This design comes from an exercise in tuning for small area, a short achievable clock period and few clock cycles per item on the open sky130 flow, not from production work. Only simulation tests tie the RTL to the original design; equivalence was not proved.

==> flow/design.v (excerpt) <==
module iteration_palette_gradient_top (
   input  logic             clock,
   input  logic             reset,
   input  logic             req_valid,
   output logic             req_ready,
   input  logic [15:0]      req_iteration_count,
   output logic             rsp_valid,
   input  logic             rsp_ready,
   output logic [7:0]       rsp_red,
   output logic [7:0]       rsp_green,
   output logic [7:0]       rsp_blue,
   input  logic             csr_wr_en,
   input  logic [15:0]      csr_wr_data
);
For scale: roughly 790 flip-flops, about 63 I/O pins, roughly 56000 um^2 of cells after synthesis.
==> flow/config.mk <==
export PLATFORM = sky130hd
export DESIGN_NAME = iteration_palette_gradient_top
export DESIGN_NICKNAME = iteration_palette_gradient_top
export VERILOG_FILES = /design/flow/design.v
export SDC_FILE = /design/flow/constraint.sdc
export NUM_CORES = 4
export LEC_CHECK = 0
export CAP_MARGIN = 20
export CORE_MARGIN = 2
export CORE_UTILIZATION = 58
export PLACE_DENSITY = 0.65
export SETUP_SLACK_MARGIN = 5
export SLEW_MARGIN = 20
==> flow/constraint.sdc <==
create_clock -name core_clock -period 9.5 [get_ports {clock}]
set_input_delay 1.9000 -clock core_clock [delete_from_list [all_inputs] [get_ports {clock}]]
set_output_delay 1.9000 -clock core_clock [all_outputs]
set_load 0.01 [all_outputs]
standard.sh (not shown) runs the stock make flow with config.mk's settings and CLKGATE_MAP_FILE= SYNTH_SCRIPT=/design/flow/synth_recipe.tcl, a recipe that flattens the netlist after the stock synthesis.
==> flow/flow/run.sh <==
#!/bin/bash
set -euo pipefail
MARGIN=$(cat flow/margin.txt)
bash standard.sh synth > synth.log 2>&1
bash standard.sh SETUP_SLACK_MARGIN=$MARGIN finish > layout.log 2>&1
==> flow/flow/margin.txt <==
6.35
Testbench counts at the start, summed over its fixed seeds: cycles 4,928, items 4,800.
Change:
==> flow/flow/margin.txt (replaced) <==
6.45
Settings changed: CORE_UTILIZATION 58 to 40, CTS_CLUSTER_DIAMETER set to 90, CTS_CLUSTER_SIZE set to 22, PLACE_DENSITY 0.65 to not set.
Effect:
- The changed run completed without violations
- global-route usage decreases by 7.5 points
- die area increases by 44%
- final area increases by about 0.4%
- utilization decreases by 20 points
- first-iteration DRC count decreases by 1.6%
- routed wire length increases by 7.2%
- cell count increases by 9.2%
- setup slack degrades by 0.11 ns

========
Setup of the reference run:
iteration_palette_gradient_top again, from the RTL that the note above started with.
Design iteration_palette_gradient_top, start of the top module:
module iteration_palette_gradient_top (
   input  logic             clock,
   input  logic             reset,
   input  logic             req_valid,
   output logic             req_ready,
   input  logic [15:0]      req_iteration_count,
   output logic             rsp_valid,
   input  logic             rsp_ready,
   output logic [7:0]       rsp_red,
   output logic [7:0]       rsp_green,
   output logic [7:0]       rsp_blue,
   input  logic             csr_wr_en,
   input  logic [15:0]      csr_wr_data
);
   function automatic logic [59:0] pal_half(input logic [5:0] s2);
      logic [59:0] c;
      case (s2)
         6'd0: c = 60'h800448002281029;
         6'd1: c = 60'hc50ccc50aac40a1;
         6'd2: c = 60'h801218104980022;
         6'd3: c = 60'hd1a29c40c1c50aa;
         6'd4: c = 60'h8120a8004480022;
         6'd5: c = 60'hd0a02c50ccc50aa;
         6'd6: c = 60'h8120a8012181049;
         6'd7: c = 60'hd0a02d1a29c40c1;
         6'd8: c = 60'h8120a8012180044;
         6'd9: c = 60'hd0a02d1a29c50cc;
         6'd10: c = 60'h801218012180121;
         6'd11: c = 60'hd1a29d1a29d1a29;
         6'd12: c = 60'h800448012180121;
         6'd13: c = 60'hc50ccd1a29d1a29;
         6'd14: c = 60'h810498012180121;
         6'd15: c = 60'hc40c1d1a29d1a29;
         6'd16: c = 60'h800228004480121;
         6'd17: c = 60'hc50aac50ccd1a29;
         6'd18: c = 60'h800118104980044;
         6'd19: c = 60'hc5099c40c1c50cc;
         6'd20: c = 60'hc50998002280044;
         6'd21: c = 60'h80011c50aac50cc;
         6'd22: c = 60'hd1c4ac40c180121;
  ...
clock: 9.5 ns
lec_check: 0
cap_margin: 20
core_margin: 2
core_utilization: 40
cts_cluster_diameter: 90
cts_cluster_size: 22
setup_slack_margin: 5
slew_margin: 20
==> flow/flow/margin.txt <==
6.35
Scripts as last shown in full above: flow/flow/run.sh
The reference run: all stages complete, timing, DRC and antenna checks passed
Testbench counts of the reference run, summed over its fixed seeds: cycles 4,928, items 4,800.
The inputs of the trial run differ from those of the reference run as listed below.
==> flow/flow/margin.txt <==
6.25
==> comparison <==
The trial run vs. the reference run: post-place setup slack went up 0.018 ns; layout cell share with drive strength beyond 1 fell by 0.44 points; hold slack higher; average wire per standard cell dropped about 1.5%; final cell count without fillers flat.
Compared with the reference run, the trial run shows a lower clock latency on the worst-skew pair.
Detailed-route wire length improves in the trial run relative to the reference run.
[compare] base=the reference run new=the trial run: met2 wire length down about 2%; count of clock-buffer cells in the layout down about 9%.
Worst setup path endpoint = rsp_red[5]: the reference run; worst setup path endpoint = rsp_green[7]: the trial run

========
iteration_palette_gradient_top again, from the RTL that the note above started with.
==> flow/config.mk <==
export PLATFORM = sky130hd
export DESIGN_NAME = iteration_palette_gradient_top
export DESIGN_NICKNAME = iteration_palette_gradient_top
export VERILOG_FILES = /design/flow/design.v
export SDC_FILE = /design/flow/constraint.sdc
export NUM_CORES = 4
export LEC_CHECK = 0
export CAP_MARGIN = 20
export CORE_MARGIN = 2
export CORE_UTILIZATION = 40
export SETUP_SLACK_MARGIN = 5
export SLEW_MARGIN = 20
==> flow/constraint.sdc <==
create_clock -name core_clock -period 9.5 [get_ports {clock}]
set_input_delay 1.9000 -clock core_clock [delete_from_list [all_inputs] [get_ports {clock}]]
set_output_delay 1.9000 -clock core_clock [all_outputs]
set_load 0.01 [all_outputs]
==> flow/flow/margin.txt <==
6.2
Scripts as last shown in full above: flow/flow/run.sh
The starting point went through all stages and came out clean.
Testbench counts at the start, summed over its fixed seeds: cycles 4,928, items 4,800.
Change:
==> flow/flow/margin.txt (replaced) <==
6.35
Outcome: Cell area hardly moves. Core utilization hardly moves. Setup slack improved by 0.064 ns. Sequential share of layout area stays flat. Clock skew is about the same. Flip-flop and latch count is unchanged.

-- afterwards: timing with drivers on the ports --
The flow's constraints put no driver on any port. The routed layouts listed below were extracted and timed again, unchanged, in two steps. Step 1 sets driving cells, clkbuf_16 on the clock port and buf_2 on the other inputs (assumed; they add their load-dependent delay and slew). Step 2 moves the port delays by t, midway between the first and last clock arrival at a register: inputs arrive t later, outputs are due t later. That takes back most of the time a late clock gives input paths. Slacks: ideal ports / drivers / drivers and shift; pairs: ideal ports / drivers.
run | t (ns) | slack for setup (ns) | hold WS [ns]
the first run of note 1 | 0.752 | 6.393 / 6.319 / 5.776 | 0.403 / 0.403 / 0.403
the second run of note 1 | 0.750 | 6.284 / 6.198 / 6.011 | 0.418 / 0.418 / 0.418
the reference run | 0.730 | 6.363 / 6.288 / 5.995 | 0.397 / 0.397 / 0.397
the trial run | 0.721 | 6.325 / 6.251 / 5.734 | 0.408 / 0.408 / 0.408
the first run of note 3 | 0.787 | 6.276 / 6.186 / 5.739 | 0.410 / 0.410 / 0.410
the second run of note 3 | 0.765 | 6.340 / 6.263 / 6.001 | 0.397 / 0.397 / 0.397
After both steps every run listed still meets setup and hold. For the first run of note 1, which loses most, drivers alone change the setup slack by -0.074 ns; drivers and shift together by -0.617 ns.
